Context: an optimization exercise on an open-source flow, tuned for small area, a short achievable clock period and few clock cycles per item. The choices shown serve that exercise and are no tape-out recipe. Function was checked by simulation only, so behaviour that the tests miss may differ from the original.

<file path="config.mk">
export PLATFORM = sky130hd
export DESIGN_NAME = compass_calibrate_and_heading
export DESIGN_NICKNAME = compass_calibrate_and_heading
export VERILOG_FILES = /design/flow/design.v
export SDC_FILE = /design/flow/constraint.sdc
export NUM_CORES = 4
export LEC_CHECK = 0
export CAP_MARGIN = 20
export CORE_MARGIN = 2
export CORE_UTILIZATION = 40
export SLEW_MARGIN = 20
</file>
<file path="constraint.sdc">
create_clock -name core_clock -period 12.0 [get_ports {i_clk}]
set_input_delay 2.4000 -clock core_clock [delete_from_list [all_inputs] [get_ports {i_clk}]]
set_output_delay 2.4000 -clock core_clock [all_outputs]
set_load 0.01 [all_outputs]
</file>
<file path="design.v">
package cah_pkg;
    localparam int DEF_SAMPLE_BITS  = 16;
    localparam int DEF_CORDIC_STEPS = 16;
    localparam int CFG_W     = 15;
    localparam int HEAD_W    = 17;
    localparam int HEAD_PAD  = 24;
    localparam int GAIN_W    = 27;
    localparam int ANG_FRAC  = 12;
    localparam int ANG_W     = 29;
    localparam int ANGLE_W   = 15;
    localparam int DIV_STEPS = 27;
    localparam int CNT_W     = 5;
    localparam logic [GAIN_W-1:0] GAIN_MAX   = {GAIN_W{1'b1}};
    localparam logic [GAIN_W-1:0] GAIN_RESET = 27'd65536;
    localparam logic [GAIN_W-1:0] GAIN_NUM   = 27'd67108864;
    localparam logic signed [ANG_W-1:0] FULL_TURN_Z = 29'sd94371840;
    localparam logic signed [ANG_W-1:0] HALF_TURN_Z = 29'sd47185920;
    localparam logic signed [ANG_W-1:0] ROUND_HALF  = 29'sd2048;
    localparam logic [ANGLE_W+1:0]      FULL_TURN   = 17'd23040;
    localparam logic signed [CFG_W-1:0] DECL_RESET = 15'sd704;
    localparam logic signed [CFG_W-1:0] OFF_RESET  = 15'sd2240;
    localparam logic [1:0] KIND_SAMPLE = 2'd0;
    localparam logic [1:0] KIND_START  = 2'd1;
    localparam logic [1:0] KIND_FINISH = 2'd2;
    localparam logic CFG_DECLINATION = 1'b0;
    localparam logic CFG_OFFSET      = 1'b1;
    typedef enum logic [2:0] {
        S_IDLE, S_DECODE, S_DIV, S_COMMIT, S_INIT, S_ROT, S_FIN, S_OUT
    } t_state;
    typedef struct packed {
        logic             load_in;
        logic             seed;
        logic             widen;
        logic             div_start;
        logic             div_step;
        logic             div_commit;
        logic             mul;
        logic             cordic_init;
        logic             cordic_step;
        logic             finish;
        logic             load_out;
        logic [CNT_W-1:0] step;
    } t_cmd;
    typedef struct packed {
        logic [1:0] kind;
        logic       calibrating;
        logic       out_busy;
    } t_sts;
    function automatic logic [ANG_W-1:0] atan_at(input logic [CNT_W-1:0] i);
        logic [ANG_W-1:0] v;
        case (i)
            5'd0:    v = 29'd11796480;
            5'd1:    v = 29'd6963869;
            5'd2:    v = 29'd3679517;
            5'd3:    v = 29'd1867780;
            5'd4:    v = 29'd937515;
            5'd5:    v = 29'd469214;
            5'd6:    v = 29'd234664;
            5'd7:    v = 29'd117339;
            5'd8:    v = 29'd58671;
            5'd9:    v = 29'd29335;
            5'd10:   v = 29'd14668;
            5'd11:   v = 29'd7334;
            5'd12:   v = 29'd3667;
            5'd13:   v = 29'd1833;
            5'd14:   v = 29'd917;
            5'd15:   v = 29'd458;
            5'd16:   v = 29'd229;
            5'd17:   v = 29'd115;
            5'd18:   v = 29'd57;
            5'd19:   v = 29'd29;
            5'd20:   v = 29'd14;
            5'd21:   v = 29'd7;
            5'd22:   v = 29'd4;
            5'd23:   v = 29'd2;
            default: v = 29'd0;
        endcase
        atan_at = v;
    endfunction
endpackage
module cah_add
#(
    parameter int W = 16
) (
    input  logic [W-1:0] i_a,
    input  logic [W-1:0] i_b,
    input  logic         i_ci,
    output logic [W-1:0] o_s,
    output logic         o_co
);
    function automatic int levels(input int n);
        levels = 0;
        while ((1 << levels) < n) levels++;
    endfunction
    localparam int L = levels(W + 1);
    logic [W:0] g, p;
    always_comb begin
        g[0] = i_ci;
        p[0] = 1'b0;
        for (int i = 0; i < W; i++) begin
            g[i+1] = i_a[i] & i_b[i];
            p[i+1] = i_a[i] ^ i_b[i];
        end
        for (int lv = 0; lv < L; lv++) begin
            for (int i = W; i >= 0; i--) begin
                if ((i % (2 << lv)) == (2 << lv) - 1) begin
                    g[i] = g[i] | (p[i] & g[i - (1 << lv)]);
                    p[i] = p[i] & p[i - (1 << lv)];
                end
            end
        end
        for (int lv = L - 2; lv >= 0; lv--) begin
            for (int i = W; i >= 0; i--) begin
                if (i >= (3 << lv) - 1 && (i % (2 << lv)) == (1 << lv) - 1) begin
                    g[i] = g[i] | (p[i] & g[i - (1 << lv)]);
                    p[i] = p[i] & p[i - (1 << lv)];
                end
            end
        end
    end
    assign o_s  = (i_a ^ i_b) ^ g[W-1:0];
    assign o_co = g[W];
endmodule
module cah_csa
#(
    parameter int W = 16,
    parameter int N = 3
) (
    input  logic [N*W-1:0] i_rows,
    output logic [W-1:0]   o_s,
    output logic [W-1:0]   o_c
);
    function automatic int rows_at(input int lv);
        int n;
        n = N;
        for (int i = 0; i < lv; i++) n = 2 * (n / 3) + (n % 3);
        rows_at = n;
    endfunction
    function automatic int nlevels(input int dummy);
        int n, l;
        n = N;
        l = 0;
        for (int i = 0; i < 32; i++) begin
            if (n > 2) begin
                n = 2 * (n / 3) + (n % 3);
                l++;
            end
        end
        nlevels = l;
    endfunction
    localparam int NL = nlevels(0);
    logic [(NL+1)*N*W-1:0] lv;
    assign lv[N*W-1:0] = i_rows;
    for (genvar l = 0; l < NL; l++) begin : g_lv
        localparam int NI = rows_at(l);
        localparam int NG = NI / 3;
        for (genvar g = 0; g < NG; g++) begin : g_fa
            logic [W-1:0] a, b, c;
            assign a = lv[(l*N + 3*g)*W +: W];
            assign b = lv[(l*N + 3*g + 1)*W +: W];
            assign c = lv[(l*N + 3*g + 2)*W +: W];
            assign lv[((l+1)*N + 2*g)*W +: W]     = a ^ b ^ c;
            assign lv[((l+1)*N + 2*g + 1)*W +: W] = ((a & b) | (a & c) | (b & c)) << 1;
        end
        for (genvar r = 3 * NG; r < NI; r++) begin : g_pass
            assign lv[((l+1)*N + 2*NG + r - 3*NG)*W +: W] = lv[(l*N + r)*W +: W];
        end
        for (genvar r = 2 * NG + NI - 3 * NG; r < N; r++) begin : g_zero
            assign lv[((l+1)*N + r)*W +: W] = '0;
        end
    end
    assign o_s = lv[(NL*N)*W +: W];
    assign o_c = lv[(NL*N + 1)*W +: W];
endmodule
module compass_calibrate_and_heading
#(
    parameter int SAMPLE_BITS  = cah_pkg::DEF_SAMPLE_BITS,
    parameter int CORDIC_STEPS = cah_pkg::DEF_CORDIC_STEPS
) (
    input  logic                                i_clk,
    input  logic                                i_rst_n,
    input  logic                                i_cfg_wen,
    input  logic                                i_cfg_idx,
    input  logic [cah_pkg::CFG_W-1:0]           i_cfg_wdata,
    input  logic                                s_axis_tvalid,
    output logic                                s_axis_tready,
    input  logic [((2*SAMPLE_BITS+7)/8)*8-1:0]  s_axis_tdata,
    input  logic [1:0]                          s_axis_tuser,
    output logic                                m_axis_tvalid,
    input  logic                                m_axis_tready,
    output logic [cah_pkg::HEAD_PAD-1:0]        m_axis_tdata
);
    localparam int S    = SAMPLE_BITS;      
    localparam int GW   = cah_pkg::GAIN_W;  
    localparam int PW   = 45;               
    localparam int ZW   = 28;               
    localparam int HW   = cah_pkg::HEAD_W;  
    localparam int NST  = 8;                
    localparam int QD   = 14;               
    localparam int CAP  = QD + 1;           
    localparam int CW   = 5;                
    localparam logic [ZW-1:0] Z0_POS  = 28'd2048;
    localparam logic [ZW-1:0] Z0_NEG  = 28'd47187968;
    localparam logic [ZW-1:0] Z0_ZERO = 28'd242254243;    
    localparam logic [16*ZW-1:0] T_ALL = {
        28'd458,     28'd917,     28'd1833,    28'd3667,
        28'd7334,    28'd14668,   28'd29335,   28'd58671,
        28'd117339,  28'd234664,  28'd469214,  28'd937515,
        28'd1867780, 28'd3679517, 28'd6963869, 28'd11796480
    };
    logic signed [cah_pkg::CFG_W-1:0] r_decl, r_off;
    always_ff @(posedge i_clk) begin
        if (!i_rst_n) begin
            r_decl <= cah_pkg::DECL_RESET;
            r_off  <= cah_pkg::OFF_RESET;
        end else if (i_cfg_wen) begin
            if (i_cfg_idx == cah_pkg::CFG_OFFSET) r_off  <= i_cfg_wdata;
            else                                  r_decl <= i_cfg_wdata;
        end
    end
    logic                       r_ph;          
    logic                       r_rdy;
    logic                       r_iv;
    logic [1:0]                 r_ik;
    logic [S-1:0]               r_is [2];      
    logic                       r_calib;
    logic signed [S-1:0]        r_min [2];
    logic signed [S-1:0]        r_max [2];
    logic signed [S-1:0]        r_center [2];
    logic [GW-1:0]              r_gain [2];    
    logic                       r_div;         
    logic [4:0]                 r_dcnt;
    logic                       r_first;       
    logic [S:0]                 r_rem [2];     
    logic [CW-1:0]              r_cnt;         
    logic                       r_dv, r_dvy;   
    logic [S:0]                 r_d [2];
    logic                       r_dneg, r_dzero;
    logic w_accept, w_hin, w_hmove, w_finish, w_free, w_dstart, w_dlast, w_pop;
    logic signed [S-1:0] w_s [2];
    assign s_axis_tready = r_rdy;
    assign w_accept  = s_axis_tvalid && r_rdy;
    assign w_hin     = r_iv && (r_ik == cah_pkg::KIND_SAMPLE) && !r_calib;
    assign w_hmove   = w_hin && !r_ph;
    assign w_finish  = r_iv && (r_ik == cah_pkg::KIND_FINISH);
    assign w_dstart  = w_finish && !r_div && !r_dv && !r_dvy;
    assign w_dlast   = r_div && (r_dcnt == 5'd26);
    assign w_free    = !r_iv || (w_finish ? w_dlast : (!w_hin || !r_ph));
    logic [S:0] w_sa [2], w_sb [2];
    logic       w_bsub, w_bws;
    assign w_bws  = !r_div && !w_finish;
    assign w_bsub = !r_first;
    for (genvar a = 0; a < 2; a++) begin : g_ax
        logic [S:0] sx, cx, mnx, mxx, rsh, aa, ab, bb;
        assign w_s[a] = r_is[a];
        assign sx  = {w_s[a][S-1], w_s[a]};
        assign cx  = {r_center[a][S-1], r_center[a]};
        assign mnx = {r_min[a][S-1], r_min[a]};
        assign mxx = {r_max[a][S-1], r_max[a]};
        assign rsh = {r_rem[a][S-1:0], r_gain[a][GW-1]};
        assign aa  = r_div ? rsh : sx;
        assign ab  = r_div ? {1'b0, r_is[a]} : (r_calib ? mnx : cx);
        cah_add #(.W(S+1)) u_a (
            .i_a (aa), .i_b (~ab), .i_ci (1'b1), .o_s (w_sa[a]), .o_co ()
        );
        assign bb  = w_bws ? sx : mnx;
        cah_add #(.W(S+1)) u_b (
            .i_a (mxx), .i_b (bb ^ {(S+1){w_bsub}}), .i_ci (w_bsub),
            .o_s (w_sb[a]), .o_co ()
        );
    end
    logic [CW-1:0] n_cnt;
    logic          n_iv, n_calib, n_hacc, n_busy;
    logic [1:0]    n_ik;
    always_comb begin
        n_cnt   = r_cnt + CW'(w_hmove) - CW'(w_pop);
        n_iv    = w_accept || (r_iv && !w_free);
        n_ik    = w_accept ? s_axis_tuser : r_ik;
        n_calib = r_calib;
        if (r_iv && !r_div && r_ik == cah_pkg::KIND_START) n_calib = 1'b1;
        if (w_dstart) n_calib = 1'b0;
        n_hacc  = w_accept && (s_axis_tuser == cah_pkg::KIND_SAMPLE) && !n_calib;
        n_busy  = n_iv && ((n_ik == cah_pkg::KIND_FINISH) ? !(r_div && r_dcnt == 5'd25)
                                                          : ((n_ik == cah_pkg::KIND_SAMPLE) &&
                                                             !n_calib && !r_ph));
    end
    always_ff @(posedge i_clk) begin
        if (!i_rst_n) begin
            r_ph   <= 1'b0;
            r_rdy  <= 1'b1;
            r_iv   <= 1'b0;
            r_div  <= 1'b0;
            r_cnt  <= '0;
        end else begin
            r_ph   <= !r_ph;
            r_iv   <= n_iv;
            r_div  <= (r_div && !w_dlast) || w_dstart;
            r_cnt  <= n_cnt;
            r_rdy  <= !n_hacc && !n_busy && (32'(n_cnt) + 32'(n_iv) + 1 <= CAP);
        end
    end
    always_ff @(posedge i_clk) begin
        if (r_rdy) begin
            r_ik <= s_axis_tuser;
            for (int a = 0; a < 2; a++) r_is[a] <= s_axis_tdata[a*S +: S];
        end
        if (w_dstart) begin
            for (int a = 0; a < 2; a++) r_is[a] <= w_sb[a][S-1:0];
        end
    end
    logic w_big;
    assign w_big = !w_sb[0][S] && (w_sb[0][S-1:11] != '0) &&
                   !w_sb[1][S] && (w_sb[1][S-1:11] != '0);
    always_ff @(posedge i_clk) begin
        if (!i_rst_n) begin
            r_calib <= 1'b0;
            for (int a = 0; a < 2; a++) begin
                r_min[a]    <= '0;
                r_max[a]    <= '0;
                r_center[a] <= '0;
                r_gain[a]   <= cah_pkg::GAIN_RESET;
            end
            r_first <= 1'b0;
        end else begin
            r_first <= w_dstart;
            r_calib <= n_calib;
            if (r_iv && !r_div) begin
                unique case (r_ik)
                    cah_pkg::KIND_START: begin
                        for (int a = 0; a < 2; a++) begin
                            r_min[a] <= w_s[a];
                            r_max[a] <= w_s[a];
                        end
                    end
                    cah_pkg::KIND_SAMPLE: begin
                        if (r_calib) begin
                            for (int a = 0; a < 2; a++) begin
                                if (w_sa[a][S]) r_min[a] <= w_s[a];
                                if (w_sb[a][S]) r_max[a] <= w_s[a];
                            end
                        end
                    end
                    default: ;
                endcase
            end
            for (int a = 0; a < 2; a++) begin
                if (w_dstart) begin
                    r_gain[a] <= w_big ? {1'b0, w_sb[a][S-1:1], 11'd0}
                                       : {1'b1, 10'd0, w_sb[a][S:1]};
                    r_rem[a]  <= {w_sb[a][S] || (w_sb[a] == '0), w_big ? 16'd1024 : 16'd0};
                end else if (r_div) begin
                    if (!w_sa[a][S]) r_rem[a][S-1:0] <= w_sa[a][S-1:0];
                    else             r_rem[a][S-1:0] <= rsh_of(a);
                    if (w_dlast && r_rem[a][S])
                        r_gain[a] <= cah_pkg::GAIN_MAX;
                    else
                        r_gain[a] <= {r_gain[a][GW-2:0], !w_sa[a][S]};
                end
                if (r_first) r_center[a] <= w_sb[a][S:1];
            end
        end
    end
    always_ff @(posedge i_clk) begin
        if (w_dstart) r_dcnt <= w_big ? 5'd11 : 5'd0;
        else          r_dcnt <= r_dcnt + 1'b1;
    end
    function automatic logic [S-1:0] rsh_of(input int a);
        rsh_of = {r_rem[a][S-2:0], r_gain[a][GW-1]};
    endfunction
    always_ff @(posedge i_clk) begin
        if (!i_rst_n) begin
            r_dv  <= 1'b0;
            r_dvy <= 1'b0;
        end else begin
            r_dv  <= w_hmove;
            r_dvy <= r_dv;
        end
        if (w_hmove) begin
            for (int a = 0; a < 2; a++) r_d[a] <= w_sa[a];
            r_dneg  <= w_sa[0][S];
            r_dzero <= (w_sa[0] == '0) && (w_sa[1] == '0);
        end
    end
    localparam int NR = 10;
    localparam logic [PW-1:0] K_SE = PW'(-(64'h0000_0000_1000_0000 *
                                          64'd87381));    
    logic [PW-1:0] r_ms, r_mc;
    logic          r_mvx, r_mvy, r_mneg, r_mzero;
    logic [NR*PW-1:0] w_rows;
    logic [PW-1:0] w_ms, w_mc;
    always_comb begin
        logic [17:0] d;
        logic [GW-1:0] g;
        logic [2:0]  bd;
        logic        one, two, sg;
        logic [27:0] mag, v;
        logic [PW-1:0] ext;
        d   = r_dvy ? {r_d[1][S], r_d[1]} : {r_d[0][S], r_d[0]};
        g   = r_dvy ? r_gain[1] : r_gain[0];
        ext = K_SE;
        for (int j = 0; j < 9; j++) begin
            bd  = {d[2*j+1], d[2*j], (j == 0) ? 1'b0 : d[2*j-1]};
            one = bd[1] ^ bd[0];
            two = (bd == 3'b011) || (bd == 3'b100);
            sg  = bd[2] ^ r_dneg;
            mag = one ? {1'b0, g} : (two ? {g, 1'b0} : 28'd0);
            v   = mag ^ {28{sg}};
            w_rows[j*PW +: PW] = PW'({!sg, v}) << (2 * j);
            ext[2*j] = sg;
        end
        w_rows[9*PW +: PW] = ext;
    end
    cah_csa #(.W(PW), .N(NR)) u_csa (.i_rows (w_rows), .o_s (w_ms), .o_c (w_mc));
    always_ff @(posedge i_clk) begin
        if (!i_rst_n) begin
            r_mvx <= 1'b0;
            r_mvy <= 1'b0;
        end else begin
            r_mvx <= r_dv;
            r_mvy <= r_dvy;
        end
        r_ms <= w_ms;
        r_mc <= w_mc;
        if (r_dvy) begin
            r_mneg  <= r_dneg;
            r_mzero <= r_dzero;
        end
    end
    logic [PW-1:0] w_p, r_px;
    cah_add #(.W(PW)) u_p (
        .i_a (r_ms), .i_b (r_mc), .i_ci (1'b0), .o_s (w_p), .o_co ()
    );
    always_ff @(posedge i_clk) begin
        if (r_mvx) r_px <= w_p;
    end
    logic [PW-1:0] r_cx [NST+1];
    logic [PW-1:0] r_cy [NST+1];
    logic [ZW-1:0] r_cz [NST+1];
    logic          r_cv [NST+1];
    logic          r_cl [NST+1];    
    always_ff @(posedge i_clk) begin
        if (r_mvy) begin
            r_cx[0] <= r_px;
            r_cy[0] <= w_p;
            r_cz[0] <= r_mzero ? Z0_ZERO : (r_mneg ? Z0_NEG : Z0_POS);
            r_cl[0] <= 1'b0;
        end else begin
            r_cx[0] <= r_cx[NST];
            r_cy[0] <= r_cy[NST];
            r_cz[0] <= r_cz[NST];
            r_cl[0] <= 1'b1;
        end
        if (!i_rst_n) r_cv[0] <= 1'b0;
        else          r_cv[0] <= r_mvy || (r_cv[NST] && !r_cl[NST]);
    end
    for (genvar k = 0; k < NST; k++) begin : g_c
        logic          dn, l2;
        logic [PW-1:0] xs, ys, xn, yn;
        logic [ZW-1:0] t, zn;
        assign dn = r_cy[k][PW-1];
        assign l2 = r_cl[k];
        assign ys = l2 ? PW'($signed(r_cy[k]) >>> (k + NST)) : PW'($signed(r_cy[k]) >>> k);
        assign xs = l2 ? (r_cx[k] >> (k + NST)) : (r_cx[k] >> k);
        assign t  = l2 ? T_ALL[(k+NST)*ZW +: ZW] : T_ALL[k*ZW +: ZW];
        cah_add #(.W(ZW)) u_z (
            .i_a (r_cz[k]), .i_b (t ^ {ZW{dn}}), .i_ci (dn), .o_s (zn), .o_co ()
        );
        cah_add #(.W(PW)) u_x (
            .i_a (r_cx[k]), .i_b (ys ^ {PW{dn}}), .i_ci (dn), .o_s (xn), .o_co ()
        );
        cah_add #(.W(PW)) u_y (
            .i_a (r_cy[k]), .i_b (xs ^ {PW{!dn}}), .i_ci (!dn), .o_s (yn), .o_co ()
        );
        always_ff @(posedge i_clk) begin
            r_cx[k+1] <= xn;
            r_cy[k+1] <= yn;
            r_cz[k+1] <= zn;
            r_cl[k+1] <= r_cl[k];
            if (!i_rst_n) r_cv[k+1] <= 1'b0;
            else          r_cv[k+1] <= r_cv[k];
        end
    end
    logic [HW-1:0] w_a0, w_wrap, w_dc, w_of, w_s1, w_c1, w_cs, w_cc, w_head;
    assign w_a0   = {r_cz[NST][ZW-1], r_cz[NST][ZW-1:cah_pkg::ANG_FRAC]};
    assign w_wrap = w_a0[HW-1] ? cah_pkg::FULL_TURN : '0;
    assign w_dc   = HW'(r_decl);
    assign w_of   = HW'(r_off);
    assign w_s1   = w_a0 ^ w_wrap ^ w_dc;
    assign w_c1   = ((w_a0 & w_wrap) | (w_a0 & w_dc) | (w_wrap & w_dc)) << 1;
    assign w_cs   = w_s1 ^ w_c1 ^ w_of;
    assign w_cc   = ((w_s1 & w_c1) | (w_s1 & w_of) | (w_c1 & w_of)) << 1;
    cah_add #(.W(HW)) u_add_h (
        .i_a (w_cs), .i_b (w_cc), .i_ci (1'b0), .o_s (w_head), .o_co ()
    );
    logic          r_ovalid;
    logic [HW-1:0] r_odata;
    logic [HW-1:0] r_q [QD];
    logic [3:0]    r_wp, r_rp;
    logic [4:0]    r_qn;
    logic          w_push, w_qload, w_qempty, w_oload, w_bypass;
    assign w_push   = r_cv[NST] && r_cl[NST];
    assign w_pop    = r_ovalid && m_axis_tready;
    assign w_qempty = (r_qn == '0);
    assign w_oload  = !r_ovalid || m_axis_tready;
    assign w_qload  = w_oload && !w_qempty;
    assign w_bypass = w_oload && w_qempty && w_push;
    always_ff @(posedge i_clk) begin
        if (!i_rst_n) begin
            r_ovalid <= 1'b0;
            r_wp     <= '0;
            r_rp     <= '0;
            r_qn     <= '0;
        end else begin
            if (w_oload) r_ovalid <= !w_qempty || w_push;
            if (w_push && !w_bypass) r_wp <= (r_wp == 4'(QD - 1)) ? '0 : r_wp + 1'b1;
            if (w_qload)             r_rp <= (r_rp == 4'(QD - 1)) ? '0 : r_rp + 1'b1;
            r_qn <= r_qn + 5'(w_push && !w_bypass) - 5'(w_qload);
        end
        if (w_push && !w_bypass) r_q[r_wp] <= w_head;
        if (w_qload)       r_odata <= r_q[r_rp];
        else if (w_bypass) r_odata <= w_head;
    end
    assign m_axis_tvalid = r_ovalid;
    assign m_axis_tdata  = {{(cah_pkg::HEAD_PAD-HW){1'b0}}, r_odata};
endmodule
</file>
<file path="flow/run.sh">
#!/bin/bash
set -euo pipefail
MARGIN=$(cat flow/margin.txt)
bash standard.sh SETUP_SLACK_MARGIN=$MARGIN finish > flow_make.log 2>&1
</file>
<file path="flow/margin.txt">
8.0
</file>
<file path="standard.sh">
#!/bin/bash
# synth_recipe.tcl (not shown) runs the flow's synth.tcl, then flattens the netlist and writes it again
# the make line also repeats each setting of config.mk as NAME=value (left out here)
make -C /OpenROAD-flow-scripts/flow DESIGN_CONFIG=/design/flow/config.mk WORK_HOME=/design/flow/orfs CLKGATE_MAP_FILE= SYNTH_SCRIPT=/design/flow/synth_recipe.tcl "${@:-finish}"
</file>
==> metrics.yaml, run 1 <==
outcome:
  outcome: "timing/DRC/antenna clean"
yosys:
  synthFlopType: "dfxtp_1"
  ys_async_sr_fraction_pct: 0
  synth_top_cell_by_area: "dfxtp_1"
  synthSimpleGateAreaFrac_pct: 6.085
  synthXorXnorAreaFrac_pct: 11.17
  synthTopCellsByArea: "dfxtp_1, fa_1, ha_1"
  ys_seq_elements: 1788
  synth_mux_area_share_pct: 9.225
  ys_types: 82
  synth_top_family_by_area: "adder cells"
  syn_area_um2: 118900
  ys_seq_area_share_pct: 33.52
  synth_compound_area_share_pct: 9.624
  avgSynthCellArea_um2: 10.31
  synth_edf_count: 405
  synth_cells: 11540
  yosysWarnings: 32
  synth-adder-area-share_pct: 23.59
  yosysTopAreaCellShare_pct: 23.29
timing:
  worst_slack_ns: 6.801
  min_period_ns: 5.199
  setup_viol: 0
  fmax_ghz: 0.1924
  finClkSkew_ns: 0.09671
  maxSlewHeadroom_pct: 30.69
  final-max-slew-violation-count: 0
  post-route-period-util_pct: 43.32
  setup-tns-final_ns: 0
  hold_viol_final: 0
  holdWs_ns: 0.4311
  tightestPinTransition_ns: 1.036
  rsz0062_at_grt: "true"
floorplan:
  core-area_um2: 296300
  io_pins: 81
  die_h_um: 549.2
  die_width_um: 549.2
  die_area_um2: 301600
  num_rows: 200
  initial_core_util_pct: 40.13
layout:
  fill_cells: 25960
  final_nets: 14340
  area_delta_synth_final_pct: 26.47
  utilization_pct: 50.75
  final_layout_size_suffix_gt1_share_pct: 23.20
critical_path:
  crit_path_end_kind: "flip-flop"
  cp_max_fo: 6
  cpPeakStageDelay_ns: 0.50
  path_delay_family: "compound AO/OA/AOI/OAI gates"
  crit_path_top_delay_cell: "fa_2"
  cp.buffers_inverters: 5
  start_kind: "flip-flop"
  critical_path_class: "reg -> reg"
  cp.arrival_ns: 6.02
  crit-reg2reg-launch: "r_ik[1]"
  startpoint: "r_ik[1]"
  required_ns: 12.82
min_path:
  hp-start: "r_px[25]"
  hp-class: "reg -> reg"
detailed_routing:
  drtAntennaViolNets: 0
  avgViaCountPerCell: 5.332
  drc: 0
  wire_per_inst_um: 23.55
  dr.first_iter.drc_count: 6537
  num_vias: 88390
  first_pass_iters: 6
  wirelength_um: 390300
global_route:
  antenna_found_initial: 20
  grt_first_pass_wirelength_um: 574000
  grt_overflow_total: 0
  grt_pass1_vias: 91140
  grt_usage_pct: 25.05
  grt_max_degree: 89
cts:
  cts-buffers-inserted: 204
  h-tree-depth: 4
  cts.sinks: 1788
  cts_tree: "built"
  cts_root_buf: "clkbuf_16"
  insertion_delay_ns: 0.94
  clk_pin_slew_ns: 0.07
  clock_path_buffers: 4
  hold_buffers: 0
place:
  io_buffers: 73
  dp_slack_ns: 5.372
  place_congestion: 0.9179
  dp_hpwl_um: 267000
run:
  max_cap_violations: 0
-- worst paths after layout --
path,cells past startpoint,to,slack (ns)
max,25,r_gain[1][21],6.80
min reg2reg,1,r_cx[0][25],0.43
max reg2reg,25,r_gain[1][21],6.80
min,1,r_cx[0][25],0.43
-- cell usage after synthesis (68+ instances only) --
library cell / number
a22oi_1: 183
nand2b_1: 108
edfxtp_1: 405
nor2_1: 583
o21a_1: 101
fa_1: 704
nor2b_1: 131
ha_1: 1115
o21bai_1: 79
inv_1: 1728
nand4_1: 77
xor2_1: 227
mux2_2: 152
a21o_1: 340
mux4_2: 68
nand2_1: 334
clkbuf_1: 265
xnor2_1: 1289
nand3_1: 87
a21oi_1: 535
dfxtp_1: 1383
mux2i_1: 768
buf_1: 119
o21ai_0: 190
-- placed cells by master (no fill, tap or decap), types with 52 or more instances in the layout --
master and instances:
a21o_1 337, a21oi_1 394, a21oi_2 122, a22oi_1 69
a22oi_2 114, buf_12 101, buf_4 596, buf_6 198
clkbuf_16 221, clkdlybuf4s50_1 52, dfxtp_1 1350, edfxtp_1 405
fa_1 586, fa_2 118, ha_1 1002, ha_4 80
inv_1 1599, inv_2 126, mux2_2 122, mux2i_1 625
mux2i_2 71, mux2i_4 73, mux4_2 68, nand2_1 309
nand2b_1 103, nand3_1 75, nand4_1 77, nor2_1 521
nor2b_1 122, o21a_1 96, o21ai_0 109, o21bai_1 76
xnor2_1 1135, xnor2_2 128, xor2_1 211
-- cell families (layout without fill, tap and decap cells) --
logic type                 count (synthesis)  count (layout)
and+or+nand+nor                         1535            1550
AOI/OAI and AO/OA                       1747            1748
buffers and inverters                   2140            3212
DFF                                     1788            1788
adders and majority gates               1819            1819
xor gates and xnor gates                1516            1517
muxes                                    990             991
other                                      1              13
-- flip-flops by register name (all words and copies together), names as in the netlist, 9 cells and up, named ones only --
| register | cells |
|---|---|
| r_min | 32 |
| r_ms | 45 |
| r_cx | 405 |
| r_is | 32 |
| r_mc | 41 |
| r_center | 32 |
| r_cl | 9 |
| r_cy | 405 |
| r_cz | 252 |
| r_px | 45 |
| r_rem | 34 |
| r_d | 33 |
| r_q | 238 |
| r_gain | 54 |
| r_odata | 17 |
| r_off | 15 |
| r_max | 32 |
| r_cv | 9 |
| r_decl | 15 |
-- stage by stage --
step	std cells	instance area (um^2)
2_1_floorplan	11540	121200
3_3_place_gp	15250	125100
3_5_place_dp	15250	125100
4_1_cts	16250	144100
5_1_grt	16570	150400
6_report	16580	150400
-- area by class of cell --
| type | count | area, um^2 | share of cell area [%] |
|---|---|---|---|
| inverter | 1741 | 6603 | 4.391 |
| timing repair buffer | 1095 | 12640 | 8.409 |
| sequential | 1788 | 39950 | 26.57 |
| clock buffer | 281 | 5798 | 3.856 |
| antenna | 6 | 15.01 | 0.009985 |
| tap | 3939 | 4928 | 3.278 |
| clock inverter | 95 | 1190 | 0.7913 |
| multi-input combinational | 7632 | 79230 | 52.69 |
-- per-layer routing --
metal / GRT usage, % / vias up / part of all wire (%)
li1: - / 40340 / -
met1: 32.05 / 44090 / 42
met2: 41.84 / 2920 / 47
met3: 3.407 / 1029 / 5.8
met4: 11.59 / 6 / 5.5
met5: 0 / - / 0.011
-- timing repair --
item                       4_1_cts  5_1_grt
setup endpoints to repair     1104      625
cloned                          74       11
pin swaps                      516      591
resized for setup             1154      799
setup buffers                  548      310
Testbench counts, summed over its fixed seeds: cycles 5,660, items 2,400.
==> run 2: changes to the inputs <==
--- a/design.v
+++ b/design.v
@@ -198,3 +198,3 @@
     localparam int NST  = 8;                
-    localparam int QD   = 14;               
+    localparam int QD   = 12;               
     localparam int CAP  = QD + 1;           
@@ -236,3 +236,4 @@
     logic                       r_dv, r_dvy;   
-    logic [S:0]                 r_d [2];
+    logic [26:0]                r_bc, r_by;    
+    logic [GW-1:0]              r_gc;          
     logic                       r_dneg, r_dzero;
@@ -246,7 +247,6 @@
     assign w_dstart  = w_finish && !r_div && !r_dv && !r_dvy;
-    assign w_dlast   = r_div && (r_dcnt == 5'd26);
+    assign w_dlast   = r_div && !r_first && (r_dcnt == 5'd26);
     assign w_free    = !r_iv || (w_finish ? w_dlast : (!w_hin || !r_ph));
     logic [S:0] w_sa [2], w_sb [2];
-    logic       w_bsub, w_bws;
-    assign w_bws  = !r_div && !w_finish;
+    logic       w_bsub, r_bws;
     assign w_bsub = !r_first;
@@ -265,3 +265,3 @@
         );
-        assign bb  = w_bws ? sx : mnx;
+        assign bb  = r_bws ? sx : mnx;
         cah_add #(.W(S+1)) u_b (
@@ -282,3 +282,3 @@
         n_hacc  = w_accept && (s_axis_tuser == cah_pkg::KIND_SAMPLE) && !n_calib;
-        n_busy  = n_iv && ((n_ik == cah_pkg::KIND_FINISH) ? !(r_div && r_dcnt == 5'd25)
+        n_busy  = n_iv && ((n_ik == cah_pkg::KIND_FINISH) ? !(r_div && !r_first && r_dcnt == 5'd25)
                                                           : ((n_ik == cah_pkg::KIND_SAMPLE) &&
@@ -290,2 +290,3 @@
             r_rdy  <= 1'b1;
+            r_bws  <= 1'b1;
             r_iv   <= 1'b0;
@@ -299,2 +300,4 @@
             r_rdy  <= !n_hacc && !n_busy && (32'(n_cnt) + 32'(n_iv) + 1 <= CAP);
+            r_bws  <= !((r_div && !w_dlast) || w_dstart) &&
+                      !(n_iv && n_ik == cah_pkg::KIND_FINISH);
         end
@@ -311,4 +314,4 @@
     logic w_big;
-    assign w_big = !w_sb[0][S] && (w_sb[0][S-1:11] != '0) &&
-                   !w_sb[1][S] && (w_sb[1][S-1:11] != '0);
+    assign w_big = !r_rem[0][S] && (r_is[0][S-1:11] != '0) &&
+                   !r_rem[1][S] && (r_is[1][S-1:11] != '0);
     always_ff @(posedge i_clk) begin
@@ -347,5 +350,7 @@
                 if (w_dstart) begin
-                    r_gain[a] <= w_big ? {1'b0, w_sb[a][S-1:1], 11'd0}
-                                       : {1'b1, 10'd0, w_sb[a][S:1]};
-                    r_rem[a]  <= {w_sb[a][S] || (w_sb[a] == '0), w_big ? 16'd1024 : 16'd0};
+                    r_rem[a][S] <= w_sb[a][S] || (w_sb[a] == '0);
+                end else if (r_first) begin
+                    r_gain[a] <= w_big ? {1'b0, r_is[a][S-1:1], 11'd0}
+                                       : {1'b1, 10'd0, 1'b0, r_is[a][S-1:1]};
+                    r_rem[a][S-1:0] <= w_big ? 16'd1024 : 16'd0;
                 end else if (r_div) begin
@@ -363,3 +368,3 @@
     always_ff @(posedge i_clk) begin
-        if (w_dstart) r_dcnt <= w_big ? 5'd11 : 5'd0;
+        if (r_first) r_dcnt <= w_big ? 5'd11 : 5'd0;
         else          r_dcnt <= r_dcnt + 1'b1;
@@ -378,7 +383,21 @@
         if (w_hmove) begin
-            for (int a = 0; a < 2; a++) r_d[a] <= w_sa[a];
+            r_bc    <= booth_rec(w_sa[0], w_sa[0][S]);
+            r_by    <= booth_rec(w_sa[1], w_sa[0][S]);
+            r_gc    <= r_gain[0];
             r_dneg  <= w_sa[0][S];
             r_dzero <= (w_sa[0] == '0) && (w_sa[1] == '0);
+        end else if (r_dv) begin
+            r_bc    <= r_by;
+            r_gc    <= r_gain[1];
         end
     end
+    function automatic logic [26:0] booth_rec(input logic [S:0] dv, input logic neg);
+        logic [17:0] d;
+        logic [2:0]  bd;
+        d = {dv[S], dv};
+        for (int j = 0; j < 9; j++) begin
+            bd = {d[2*j+1], d[2*j], (j == 0) ? 1'b0 : d[2*j-1]};
+            booth_rec[3*j +: 3] = {bd[1] ^ bd[0], (bd == 3'b011) || (bd == 3'b100), bd[2] ^ neg};
+        end
+    endfunction
     localparam int NR = 10;
@@ -391,5 +410,2 @@
     always_comb begin
-        logic [17:0] d;
-        logic [GW-1:0] g;
-        logic [2:0]  bd;
         logic        one, two, sg;
@@ -397,11 +413,6 @@
         logic [PW-1:0] ext;
-        d   = r_dvy ? {r_d[1][S], r_d[1]} : {r_d[0][S], r_d[0]};
-        g   = r_dvy ? r_gain[1] : r_gain[0];
         ext = K_SE;
         for (int j = 0; j < 9; j++) begin
-            bd  = {d[2*j+1], d[2*j], (j == 0) ? 1'b0 : d[2*j-1]};
-            one = bd[1] ^ bd[0];
-            two = (bd == 3'b011) || (bd == 3'b100);
-            sg  = bd[2] ^ r_dneg;
-            mag = one ? {1'b0, g} : (two ? {g, 1'b0} : 28'd0);
+            {one, two, sg} = r_bc[3*j +: 3];
+            mag = one ? {1'b0, r_gc} : (two ? {r_gc, 1'b0} : 28'd0);
             v   = mag ^ {28{sg}};
@@ -494,2 +505,9 @@
     );
+    logic          r_hv;
+    logic [HW-1:0] r_h;
+    always_ff @(posedge i_clk) begin
+        if (!i_rst_n) r_hv <= 1'b0;
+        else          r_hv <= r_cv[NST] && r_cl[NST];
+        r_h <= w_head;
+    end
     logic          r_ovalid;
@@ -500,3 +518,3 @@
     logic          w_push, w_qload, w_qempty, w_oload, w_bypass;
-    assign w_push   = r_cv[NST] && r_cl[NST];
+    assign w_push   = r_hv;
     assign w_pop    = r_ovalid && m_axis_tready;
@@ -518,5 +536,5 @@
         end
-        if (w_push && !w_bypass) r_q[r_wp] <= w_head;
+        if (w_push && !w_bypass) r_q[r_wp] <= r_h;
         if (w_qload)       r_odata <= r_q[r_rp];
-        else if (w_bypass) r_odata <= w_head;
+        else if (w_bypass) r_odata <= r_h;
     end
==> metrics.yaml, run 2 <==
outcome:
  outcome: "timing/DRC/antenna clean"
cts:
  hold_buffers: 0  # unchanged
  h-tree-depth: 4  # unchanged
  cts_root_buf: "clkbuf_16"
  cts_tree: "built"
  insertion_delay_ns: 0.91  # -0.03 ns
  clk_pin_slew_ns: 0.06  # about the same
  cts.sinks: 1819  # +1.7%
  clock_path_buffers: 4  # unchanged
  cts-buffers-inserted: 205  # +0.49%
yosys:
  yosys-top-cells-count: "dfxtp_1, inv_1, xnor2_1"
  yosysWarnings: 30  # -6.3%
  synth_cells: 11560  # +0.18%
  ys_types: 88  # +7.3%
  synthFlopType: "dfxtp_1"
  ys_async_sr_fraction_pct: 0  # unchanged
  synth_top_cell_by_area: "dfxtp_1"
  synth_edf_count: 416  # +2.7%
  avgSynthCellArea_um2: 10.32  # +0.18%
  syn_area_um2: 119300  # +0.36%
  ys_seq_elements: 1819  # +1.7%
  synthTopCellsByArea: "dfxtp_1, ha_1, fa_1"
  ys_seq_area_share_pct: 34.01  # +0.49 points
  yosysTopAreaCellShare_pct: 23.54  # +0.25 points
  synth_most_common_cell: "dfxtp_1"
detailed_routing:
  wire_per_inst_um: 23.70  # +0.66%
  wirelength_um: 383100  # -1.9%
  dr.first_iter.drc_count: 6416  # -1.9%
  avgViaCountPerCell: 5.343  # +0.21%
  drc: 0  # unchanged
  drtAntennaViolNets: 0  # unchanged
  first_pass_iters: 5  # -1
  num_vias: 86360  # -2.3%
floorplan:
  num_rows: 200  # unchanged
  io_pins: 81  # unchanged
  die_width_um: 550.2  # +0.18%
  die_area_um2: 302700  # +0.36%
  die_h_um: 550.2  # +0.18%
  initial_core_util_pct: 40.21  # +0.077 points
  core-area_um2: 296800  # +0.17%
layout:
  largestRegisters: "r_cx x405, r_cy x405, r_cz x252"
  most-common-layout-cells: "dfxtp_1, inv_1, ha_1"
  final_nets: 13940  # -2.8%
  regArea_um2: 40680  # +1.8%
  multi_input_area_um2: 76100  # -4.0%
  area_delta_synth_final_pct: 19.28
  fill_cells: 26950  # +3.8%
  final_area_um2: 142300  # -5.3%
  final_layout_size_suffix_gt1_share_pct: 15.26  # -7.9 points
  mostFrequentLayoutCell: "dfxtp_1"
timing:
  tightestPinTransition_ns: 1.233  # +0.1968 ns
  setup_viol: 0  # unchanged
  setup-tns-final_ns: 0  # unchanged
  maxSlewHeadroom_pct: 17.48  # -13 points
  finClkSkew_ns: 0.1080  # +0.01131 ns
  post-route-period-util_pct: 35.93  # -7.4 points
  hold_viol_final: 0  # unchanged
  min_period_ns: 4.312  # -0.8868 ns
  final-max-slew-violation-count: 0  # unchanged
  rsz0062_at_grt: "true"
  holdWs_ns: 0.4068  # -0.02432 ns
  worst_slack_ns: 7.688  # +0.8868 ns
  fmax_ghz: 0.2319  # +21%
min_path:
  hold_depth: 1  # unchanged
  hp-start: "r_cx[8][2]"
  hold_path_end: "r_cx[0][2]"
  hp-class: "reg -> reg"
critical_path:
  start_kind: "flip-flop"
  critical_path_class: "reg -> reg"
  crit_path_top_delay_cell: "fa_2"
  rrSetupSlack_ns: 7.69  # +0.89 ns
  reg2reg_depth: 22  # -12%
  crit_path_end_kind: "flip-flop"
  crit-reg2reg-launch: "r_div"
  cp_max_fo: 8  # +2
  cp.buffers_inverters: 5  # unchanged
  timing.rr.end: "r_min[1][10]"
  path_delay_family: "compound AO/OA/AOI/OAI gates"
  cp.arrival_ns: 5.02  # -1.00 ns
  crit_chain: "buf_16 > buf_6 > buf_6 > o21a_4 > ha_4 > nor2b_4 > o21ai_2 > a21boi_2 > o21a_1 > o21a_1 > o21ai_2 > a21oi_2 > o41ai_4 > o21a_1 > o21ai_2 > fa_2 > xnor2_4 > buf_6 > o21ai_4 > buf_12 > mux2i_1 > nor2_1"
  required_ns: 12.71  # -0.11 ns
  cpPeakStageDelay_ns: 0.39  # -0.11 ns
place:
  placed_cell_area_um2: 124400  # -0.57%
  dp_hpwl_um: 274100  # +2.6%
  dp_slack_ns: 6.257  # +0.8852 ns
  io_buffers: 73  # unchanged
  place_congestion: 0.9221  # +0.46%
global_route:
  grt_usage_pct: 24.44  # -0.60 points
  grt_first_pass_wirelength_um: 561400  # -2.2%
  antenna_found_initial: 21  # +5.0%
  grt_overflow_total: 0  # unchanged
  grt_pass1_vias: 88360  # -3.0%
  grt_max_degree: 83  # -6.7%
run:
  max_cap_violations: 0  # unchanged
run 2: cell types whose count changed in the layout (fill, tap and decap cells not counted), moves of 74 or more:
cell | previous run | this run
inv_1 | 1599 | 1211
inv_2 | 126 | 30
fa_2 | 118 | 39
a21o_1 | 337 | 411
a22oi_2 | 114 | 2
ha_1 | 1002 | 1113
xor2_1 | 211 | 331
buf_4 | 596 | 389
o21ai_0 | 109 | 263
nand2_1 | 309 | 615
buf_6 | 198 | 88
fa_1 | 586 | 665
run 2: timing repair:
action | in CTS | in global routing
pin swaps | 183 | 264
endpoints found under the setup margin | 872 | 413
gates resized for setup | 521 | 572
gates cloned | 36 | 25
buffers inserted | 321 | 181
run 2: cell type report:
type / instances / area share (%)
Tap cell: 3939 / 3.463
Sequential cell: 1819 / 28.58
Clock inverter: 98 / 0.8686
Antenna cell: 7 / 0.01231
Multi-Input combinational cell: 8028 / 53.47
Clock buffer: 284 / 4.215
Inverter: 1261 / 3.392
Timing Repair Buffer: 726 / 6.003
run 2: metrics by stage:
stage / instances / util (%)
finish: 16160 / 47.96
global route: 16160 / 47.95
CTS: 15950 / 46.35
detailed placement: 15210 / 41.91
global placement: 15210 / 41.88
floorplan: 11560 / -
run 2: worst max path at each step:
stage	slack [ns]	to	cells after the start	startpoint
2_1_floorplan	7.69	r_rdy	11	m_axis_tready
3_3_place_gp	6.23	r_min[1][9]	18	r_div
3_5_place_dp	6.26	r_min[1][3]	18	r_div
4_1_cts	7.72	r_dzero	19	r_div
5_1_grt	7.54	r_min[1][15]	22	r_div
6_report	7.69	r_min[1][10]	22	r_div
run 2: metal layers:
layer | vias up | share of wire [%] | wire length (um) | global-route usage [%]
li1 | 39890 | - | - | -
met1 | 42830 | 42 | 159600 | 31.28
met2 | 2774 | 48 | 183000 | 41.53
met3 | 857 | 5.6 | 21430 | 3.152
met4 | 6 | 5.0 | 18980 | 10.05
met5 | - | 0.0099 | 38 | 0
run 2: cells by family after synthesis:
logic type | count (synthesis) | share of synthesized area, %
adder cells (fa/ha/maj) | 1839 | 23.71
buffers and inverters | 1720 | 5.442
other | 1 | 0.003143
flip-flops | 1819 | 34.01
AO/OA/AOI/OAI | 1867 | 10.01
AND/OR/NAND/NOR | 1889 | 7.411
XOR/XNOR | 1517 | 11.13
multiplexers | 905 | 8.280
run 2: worst register-to-register path, cell delays in order, from the launching register on:
cell,delay (ns)
dfxtp_4,0.37
buf_16,0.16
buf_6,0.12
buf_6,0.11
o21a_4,0.20
ha_4,0.23
nor2b_4,0.12
o21ai_2,0.14
a21boi_2,0.08
o21a_1,0.20
o21a_1,0.20
o21ai_2,0.16
a21oi_2,0.10
o41ai_4,0.27
o21a_1,0.20
o21ai_2,0.08
fa_2,0.39
xnor2_4,0.17
buf_6,0.15
o21ai_4,0.26
buf_12,0.19
mux2i_1,0.19
nor2_1,0.07
Testbench counts of run 2, summed over its fixed seeds: cycles 5,692, items 2,400.
==> run 3: changes to the inputs <==
==> flow/margin.txt (replaced) <==
7.0
==> metrics.yaml, run 3 <==
layout:
  final_area_um2: 131800  # -7.4%
  final_cells: 15620  # -3.3%
  most-common-layout-cells: "dfxtp_1, inv_1, xnor2_1"
  area_delta_synth_final_pct: 10.45
  fill_cells: 27850  # +3.3%
  mostFrequentLayoutCell: "dfxtp_1"
  final_layout_size_suffix_gt1_share_pct: 6.687  # -8.6 points
  final_nets: 13400  # -3.8%
  largestRegisters: "r_cx x405, r_cy x405, r_cz x252"
yosys:
  syn_area_um2: 119300  # unchanged
  synthXorXnorAreaFrac_pct: 11.13  # unchanged
  yosys-top-cells-count: "dfxtp_1, inv_1, xnor2_1"
  synth_mux_area_share_pct: 8.280  # unchanged
  synth_edf_count: 416  # unchanged
  ys_async_sr_fraction_pct: 0  # unchanged
  yosysTopAreaCellShare_pct: 23.54  # unchanged
  ys_seq_elements: 1819  # unchanged
  ys_types: 88  # unchanged
  synthTopCellsByArea: "dfxtp_1, ha_1, fa_1"
  synthSimpleGateAreaFrac_pct: 7.411  # unchanged
  synth_compound_area_share_pct: 10.01  # unchanged
  synth_cells: 11560  # unchanged
  yosysWarnings: 30  # unchanged
  synth_top_cell_by_area: "dfxtp_1"
  synth-adder-area-share_pct: 23.71  # unchanged
  avgSynthCellArea_um2: 10.32  # unchanged
  synth_top_family_by_area: "adder cells"
  synth_most_common_cell: "dfxtp_1"
  ys_seq_area_share_pct: 34.01  # unchanged
  synthFlopType: "dfxtp_1"
outcome:
  outcome: "timing/DRC/antenna clean"
critical_path:
  crit_path_top_delay_cell: "buf_4"
  start_kind: "flip-flop"
  cp.arrival_ns: 5.59  # +0.57 ns
  cpPeakStageDelay_ns: 0.62  # +0.23 ns
  required_ns: 12.74  # +0.03 ns
  rrSetupSlack_ns: 7.15  # -0.54 ns
  crit_path_end_kind: "flip-flop"
  crit_chain: "clkinv_2 > buf_4 > xnor2_1 > ha_1 > and3_1 > nand3_1 > nor3_1 > o31ai_1 > o21ai_2 > a31oi_2 > o31ai_1 > a21o_1 > a21oi_1 > fa_1 > xnor2_1"
  cp_max_fo: 43  # +35
  critical_path_class: "reg -> reg"
cts:
  insertion_delay_ns: 0.92  # about the same
  h-tree-depth: 4  # unchanged
  cts_tree: "built"
  hold_buffers: 0  # unchanged
  clk_pin_slew_ns: 0.07  # about the same
  clock_path_buffers: 4  # unchanged
  cts_root_buf: "clkbuf_16"
  cts.sinks: 1819  # unchanged
  cts-buffers-inserted: 207  # +0.98%
global_route:
  grt_first_pass_wirelength_um: 533100  # -5.0%
  antenna_found_initial: 16  # -24%
  grt_usage_pct: 23.02  # -1.4 points
  grt_pass1_vias: 85350  # -3.4%
  grt_overflow_total: 0  # unchanged
  grt_max_degree: 89  # +7.2%
detailed_routing:
  wl_met1_um: 162000  # +1.5%
  wl_met2_um: 156800  # -14%
  avgViaCountPerCell: 5.316  # -0.50%
  wire_per_inst_um: 22.60  # -4.6%
  first_pass_iters: 6  # +1
  top_layer_used: "met5"
  num_vias: 83050  # -3.8%
  drc: 0  # unchanged
  drtAntennaViolNets: 0  # unchanged
  dr.first_iter.drc_count: 6756  # +5.3%
  dr_wl_met3_um: 23510  # +9.7%
  wirelength_um: 353100  # -7.8%
timing:
  rsz0062_at_grt: "true"
  setup_viol: 0  # unchanged
  post-route-period-util_pct: 40.39  # +4.5 points
  setup-tns-final_ns: 0  # unchanged
  finClkSkew_ns: 0.05068  # -0.05734 ns
  tightestPinTransition_ns: 1.098  # -0.1351 ns
  worst_slack_ns: 7.153  # -0.5352 ns
  hold_viol_final: 0  # unchanged
  final-max-slew-violation-count: 0  # unchanged
  fmax_ghz: 0.2063  # -11%
  min_period_ns: 4.847  # +0.5352 ns
  maxSlewHeadroom_pct: 26.83  # +9.4 points
floorplan:
  num_rows: 200  # unchanged
  die_width_um: 550.2  # unchanged
  io_pins: 81  # unchanged
  die_h_um: 550.2  # unchanged
  die_area_um2: 302700  # unchanged
  initial_core_util_pct: 40.21  # unchanged
  core-area_um2: 296800  # unchanged
place:
  dp_hpwl_um: 267900  # -2.3%
  placed_cell_area_um2: 124200  # -0.18%
  io_buffers: 73  # unchanged
  place_congestion: 0.9145  # -0.82%
  dp.cells: 15210  # unchanged
  dp_slack_ns: 6.042  # -0.2153 ns
run:
  max_cap_violations: 0  # unchanged
min_path:
  hp-class: "reg -> reg"
[run 3: cell counts after synthesis]
No cell type changed its count.
[run 3: cells by family after synthesis]
kind of cell / Yosys count
AO/OA/AOI/OAI: 1867
XOR/XNOR: 1517
multiplexers: 905
adder cells (fa/ha/maj): 1839
AND/OR/NAND/NOR: 1889
other: 1
buffers and inverters: 1720
flip-flops: 1819
[run 3: routing by layer]
metal	global-route usage, %	vias up
li1	-	38750
met1	32.45	41160
met4	6.795	6
met2	36.11	2519
met5	0	-
met3	3.816	610
[run 3: layout make-up]
cell class	instances	area, um^2	area share, %
multi-input cells	8024	72530	55.03
flip-flops and latches	1819	40660	30.85
clock buffers	272	5746	4.359
well taps	3939	4928	3.740
inverters	1261	4745	3.600
repair buffers	193	2051	1.556
clock inverters	111	1122	0.8516
diodes	3	7.507	0.005696
[run 3: per-stage QoR]
step	util (%)	hold slack (ns)
5_1_grt	44.41	0.4535
3_5_place_dp	41.83	0.4211
2_1_floorplan	-	0.3258
3_3_place_gp	41.82	0.4186
6_report	44.41	0.4347
4_1_cts	44.26	0.4356
[run 3: worst paths after layout]
path              cells past startpoint         from          end
hold / removal                        1      r_cv[7]      r_cv[8]
hold reg to reg                       1      r_cv[7]      r_cv[8]
setup / recovery                     15  r_cy[7][44]  r_cy[8][38]
setup reg to reg                     15  r_cy[7][44]  r_cy[8][38]
[run 3: worst max-delay path, delay by kind of cell, from the launching register on]
family | cells | cell delay [ns]
AO/OA/AOI/OAI | 6 | 1.55
buffers and inverters | 2 | 0.65
flip-flops | 1 | 0.34
AND/OR/NAND/NOR | 3 | 0.54
XOR/XNOR | 2 | 0.74
adder cells (fa/ha/maj) | 2 | 0.81
[run 3: repair_timing]
item	CTS	global route
pin swaps	1	4
resized for setup	40	49
cloned	0	1
endpoints found under the setup margin	214	157
buffers inserted	9	14
==> run 4: changes to the inputs <==
--- a/design.v
+++ b/design.v
@@ -250,3 +250,4 @@
     logic [S:0] w_sa [2], w_sb [2];
-    logic       w_bsub, r_bws;
+    logic       w_lt [2], w_gt [2];
+    logic       w_bsub;
     assign w_bsub = !r_first;
@@ -261,3 +262,3 @@
         assign aa  = r_div ? rsh : sx;
-        assign ab  = r_div ? {1'b0, r_is[a]} : (r_calib ? mnx : cx);
+        assign ab  = r_div ? {1'b0, r_is[a]} : cx;
         cah_add #(.W(S+1)) u_a (
@@ -265,15 +266,24 @@
         );
-        assign bb  = r_bws ? sx : mnx;
         cah_add #(.W(S+1)) u_b (
-            .i_a (mxx), .i_b (bb ^ {(S+1){w_bsub}}), .i_ci (w_bsub),
+            .i_a (mxx), .i_b (mnx ^ {(S+1){w_bsub}}), .i_ci (w_bsub),
             .o_s (w_sb[a]), .o_co ()
         );
+        logic [S:0] lt_s, gt_s;
+        cah_add #(.W(S+1)) u_lt (
+            .i_a (sx), .i_b (~mnx), .i_ci (1'b1), .o_s (lt_s), .o_co ()
+        );
+        cah_add #(.W(S+1)) u_gt (
+            .i_a (mxx), .i_b (~sx), .i_ci (1'b1), .o_s (gt_s), .o_co ()
+        );
+        assign w_lt[a] = lt_s[S];
+        assign w_gt[a] = gt_s[S];
     end
-    logic [CW-1:0] n_cnt;
-    logic          n_iv, n_calib, n_hacc, n_busy;
-    logic [1:0]    n_ik;
+    logic [CW-1:0] n_cnt, c_cnt;
+    logic          n_iv, c_iv, n_calib, keep, dend, n_rdy;
     always_comb begin
         n_cnt   = r_cnt + CW'(w_hmove) - CW'(w_pop);
-        n_iv    = w_accept || (r_iv && !w_free);
-        n_ik    = w_accept ? s_axis_tuser : r_ik;
+        keep    = r_iv && !w_free;
+        n_iv    = w_accept || keep;
+        c_cnt   = r_cnt + CW'(w_hmove);
+        c_iv    = r_rdy || keep;
         n_calib = r_calib;
@@ -281,6 +291,7 @@
         if (w_dstart) n_calib = 1'b0;
-        n_hacc  = w_accept && (s_axis_tuser == cah_pkg::KIND_SAMPLE) && !n_calib;
-        n_busy  = n_iv && ((n_ik == cah_pkg::KIND_FINISH) ? !(r_div && !r_first && r_dcnt == 5'd25)
-                                                          : ((n_ik == cah_pkg::KIND_SAMPLE) &&
-                                                             !n_calib && !r_ph));
+        dend    = r_div && !r_first && (r_dcnt == 5'd25);
+        n_rdy   = (32'(c_cnt) + 32'(c_iv) + 1 <= CAP);
+        if (keep && ((r_ik == cah_pkg::KIND_FINISH) ? !dend : !r_ph)) n_rdy = 1'b0;
+        if (r_rdy && (s_axis_tuser == cah_pkg::KIND_SAMPLE) && !n_calib) n_rdy = 1'b0;
+        if (r_rdy && (s_axis_tuser == cah_pkg::KIND_FINISH)) n_rdy = 1'b0;
     end
@@ -290,3 +301,2 @@
             r_rdy  <= 1'b1;
-            r_bws  <= 1'b1;
             r_iv   <= 1'b0;
@@ -299,5 +309,3 @@
             r_cnt  <= n_cnt;
-            r_rdy  <= !n_hacc && !n_busy && (32'(n_cnt) + 32'(n_iv) + 1 <= CAP);
-            r_bws  <= !((r_div && !w_dlast) || w_dstart) &&
-                      !(n_iv && n_ik == cah_pkg::KIND_FINISH);
+            r_rdy  <= n_rdy;
         end
@@ -340,4 +348,4 @@
                             for (int a = 0; a < 2; a++) begin
-                                if (w_sa[a][S]) r_min[a] <= w_s[a];
-                                if (w_sb[a][S]) r_max[a] <= w_s[a];
+                                if (w_lt[a]) r_min[a] <= w_s[a];
+                                if (w_gt[a]) r_max[a] <= w_s[a];
                             end
@@ -350,4 +358,5 @@
                 if (w_dstart) begin
-                    r_rem[a][S] <= w_sb[a][S] || (w_sb[a] == '0);
+                    r_rem[a][S] <= w_sb[a][S];
                 end else if (r_first) begin
+                    r_rem[a][S] <= r_rem[a][S] || (r_is[a] == '0);
                     r_gain[a] <= w_big ? {1'b0, r_is[a][S-1:1], 11'd0}
==> flow/margin.txt (replaced) <==
8.0
==> metrics.yaml, run 4 <==
detailed_routing:
  drtAntennaViolNets: 0  # unchanged
  wirelength_um: 373100  # +5.7%
  first_pass_iters: 8  # +2
  wire_per_inst_um: 22.96  # +1.6%
  num_vias: 87580  # +5.4%
  avgViaCountPerCell: 5.389  # +1.4%
  drc: 0  # unchanged
  dr.first_iter.drc_count: 7177  # +6.2%
critical_path:
  cp_max_fo: 5  # -88%
  required_ns: 12.63  # -0.11 ns
  critical_path_class: "reg -> reg"
  crit_path_end_kind: "flip-flop"
  start_kind: "flip-flop"
  cp.arrival_ns: 4.86  # -0.73 ns
timing:
  setup-tns-final_ns: 0  # unchanged
  fmax_ghz: 0.2364  # +15%
  tightestPinTransition_ns: 1.115  # +0.01700 ns
  hold_viol_final: 0  # unchanged
  rsz0062_at_grt: "true"
  final-max-slew-violation-count: 0  # unchanged
  min_period_ns: 4.230  # -0.6169 ns
  post-route-period-util_pct: 35.25  # -5.1 points
  maxSlewHeadroom_pct: 25.70  # -1.1 points
  finClkSkew_ns: 0.1220  # +0.07128 ns
  setup_viol: 0  # unchanged
global_route:
  grt_max_degree: 83  # -6.7%
  grt_overflow_total: 0  # unchanged
  antenna_found_initial: 10  # -6
  grt_usage_pct: 23.64  # +0.62 points
  grt_pass1_vias: 88770  # +4.0%
  grt_first_pass_wirelength_um: 549100  # +3.0%
floorplan:
  num_rows: 200  # unchanged
  die_width_um: 550.7  # about the same
  die_h_um: 550.7  # about the same
  die_area_um2: 303200  # +0.18%
  initial_core_util_pct: 40.24  # about the same
  io_pins: 81  # unchanged
  core-area_um2: 297000  # about the same
outcome:
  outcome: "timing/DRC/antenna clean"
cts:
  clk_pin_slew_ns: 0.07  # about the same
  insertion_delay_ns: 0.95  # +0.03 ns
  h-tree-depth: 4  # unchanged
  clock_path_buffers: 4  # unchanged
  cts-buffers-inserted: 201  # -2.9%
  hold_buffers: 0  # unchanged
  cts_root_buf: "clkbuf_16"
  cts_tree: "built"
  cts.sinks: 1818  # -0.055%
layout:
  area_delta_synth_final_pct: 20.37
  largestRegisters: "r_cx x405, r_cy x405, r_cz x252"
  final_layout_size_suffix_gt1_share_pct: 16.71  # +10 points
  final_nets: 14090  # +5.2%
  most-common-layout-cells: "dfxtp_1, ha_1, inv_1"
  final_area_um2: 143900  # +9.2%
  mostFrequentLayoutCell: "dfxtp_1"
  fill_cells: 26570  # -4.6%
yosys:
  avgSynthCellArea_um2: 10.36  # +0.31%
  ys_seq_area_share_pct: 33.93  # -0.079 points
  ys_async_sr_fraction_pct: 0  # unchanged
  synth_edf_count: 416  # unchanged
  yosys-top-cells-count: "dfxtp_1, ha_1, xnor2_1"
  synthTopCellsByArea: "dfxtp_1, ha_1, fa_1"
  synth_cells: 11540  # -0.13%
  yosysWarnings: 34  # +13%
  synthFlopType: "dfxtp_1"
  syn_area_um2: 119500  # +0.18%
  ys_seq_elements: 1818  # -0.055%
  synth_top_cell_by_area: "dfxtp_1"
  synth_most_common_cell: "dfxtp_1"
  ys_types: 84  # -4.5%
  yosysTopAreaCellShare_pct: 23.48  # -0.060 points
place:
  io_buffers: 73  # unchanged
  place_congestion: 0.9360  # +2.4%
  placed_cell_area_um2: 124900  # +0.57%
  dp_hpwl_um: 262700  # -2.0%
run:
  max_cap_violations: 0  # unchanged
min_path:
  hp-class: "reg -> reg"
[run 4: changes by cell type in the layout (fill, tap and decap cells not counted), sizes merged, moves of 33 or more]
cell	change
mux2i	-39
o21ai	+38
mux2	-33
ha	+59
a21oi	-40
buf	+606
inv	-95
a21o	+62
nand2	+36
[run 4: logic make-up after synthesis]
group / synth area share (%)
flops: 33.93
xor+xnor: 11.15
buf+inv: 5.115
simple gates: 7.451
fa+ha+maj: 24.30
other cells: 0.003137
mux: 7.633
compound gates: 10.41
[run 4: critical path, stage by stage (launching register included)]
cell and delay [ns]:
dfxtp_4 0.42, buf_12 0.13, buf_12 0.10, mux2i_4 0.22
ha_1 0.26, a21o_1 0.16, a21o_1 0.20, a21o_1 0.18
a21o_1 0.19, a21oi_2 0.17, o21ai_2 0.09, o41ai_4 0.26
o21a_1 0.19, o21bai_1 0.08, a21oi_2 0.17, fa_2 0.27
xor2_4 0.21, buf_6 0.17, buf_12 0.14, mux2i_2 0.20
nor2_1 0.07
[run 4: through the flow]
step | util, % | hold WS, ns | cells | setup slack, ns
floorplan | - | 0.3258 | 11550 | 7.806
global placement | 42.02 | 0.4104 | 15200 | 6.472
detailed placement | 42.03 | 0.4173 | 15200 | 6.433
CTS | 46.47 | 0.3746 | 15950 | 7.607
global route | 48.44 | 0.3969 | 16250 | 7.545
finish | 48.44 | 0.3641 | 16250 | 7.770
[run 4: timing repair]
action / in CTS / in global routing
pin swaps: 161 / 408
gates resized for setup: 531 / 676
cloned: 43 / 30
setup buffers: 332 / 265
endpoints found under the setup margin: 850 / 374
[run 4: path summary, 6_finish.rpt]
path / from / end / slack, ns / cells after the start
worst max register to register: r_div / r_rem[0][2] / 7.77 / 20
worst max-delay path: r_div / r_rem[0][2] / 7.77 / 20
worst min-delay path: r_cz[8][7] / r_cz[0][7] / 0.36 / 2
worst min register to register: r_cz[8][7] / r_cz[0][7] / 0.36 / 2
[run 4: cell type report]
cell class | instances | area, um^2 | share of cell area [%]
Tap cell | 3939 | 4928 | 3.425
Sequential cell | 1818 | 40650 | 28.25
Timing Repair Buffer | 839 | 9748 | 6.774
Inverter | 1164 | 4439 | 3.085
Multi-Input combinational cell | 8113 | 77340 | 53.75
Clock buffer | 266 | 5713 | 3.970
Clock inverter | 107 | 1064 | 0.7391
Antenna cell | 4 | 10.01 | 0.006956
[run 4: layer usage]
metal / track usage [%] / vias up / part of all wire (%)
met5: 0 / - / 0.011
met4: 10.57 / 6 / 5.3
met3: 3.090 / 902 / 6.5
met2: 38.54 / 3144 / 46
met1: 31.28 / 43320 / 42
li1: - / 40210 / -
Testbench counts of run 4, summed over its fixed seeds: cycles 5,692, items 2,400.

[static timing again, ports no longer ideal]
No port has a modelled driver above. Below, the same layouts with a new extraction and two added sets of constraints. Step 1: set_driving_cell puts a clkbuf_16 on i_clk and a buf_2 on each other input, an assumption about the parent block. Step 2, shift: input delay + t, output delay - t, t = (earliest + latest rising clock arrival at the registers) / 2. This alone moves slack from input paths to output paths. Three values: no drivers, after step 1, after step 2; two values: the first two.
run | t, ns | slack for setup (ns) | worst hold slack (ns) | worst setup path after step 2 | worst data-port slew with drivers (ns)
run 1 | 0.989 | 6.801 / 6.801 / 6.801 | 0.431 / 0.431 / 0.431 | register to register | 0.05
run 2 | 0.957 | 7.688 / 7.688 / 7.183 | 0.407 / 0.407 / 0.407 | input to register | 0.13
run 3 | 0.986 | 7.153 / 7.153 / 6.625 | 0.435 / 0.435 / 0.435 | input to register | 0.31
run 4 | 0.981 | 7.770 / 7.770 / 7.344 | 0.364 / 0.364 / 0.364 | input to register | 0.06
After both steps setup and hold are still met in every run listed. For run 3, which loses most, drivers alone change the setup slack by 0.000 ns; drivers and shift together by -0.528 ns.
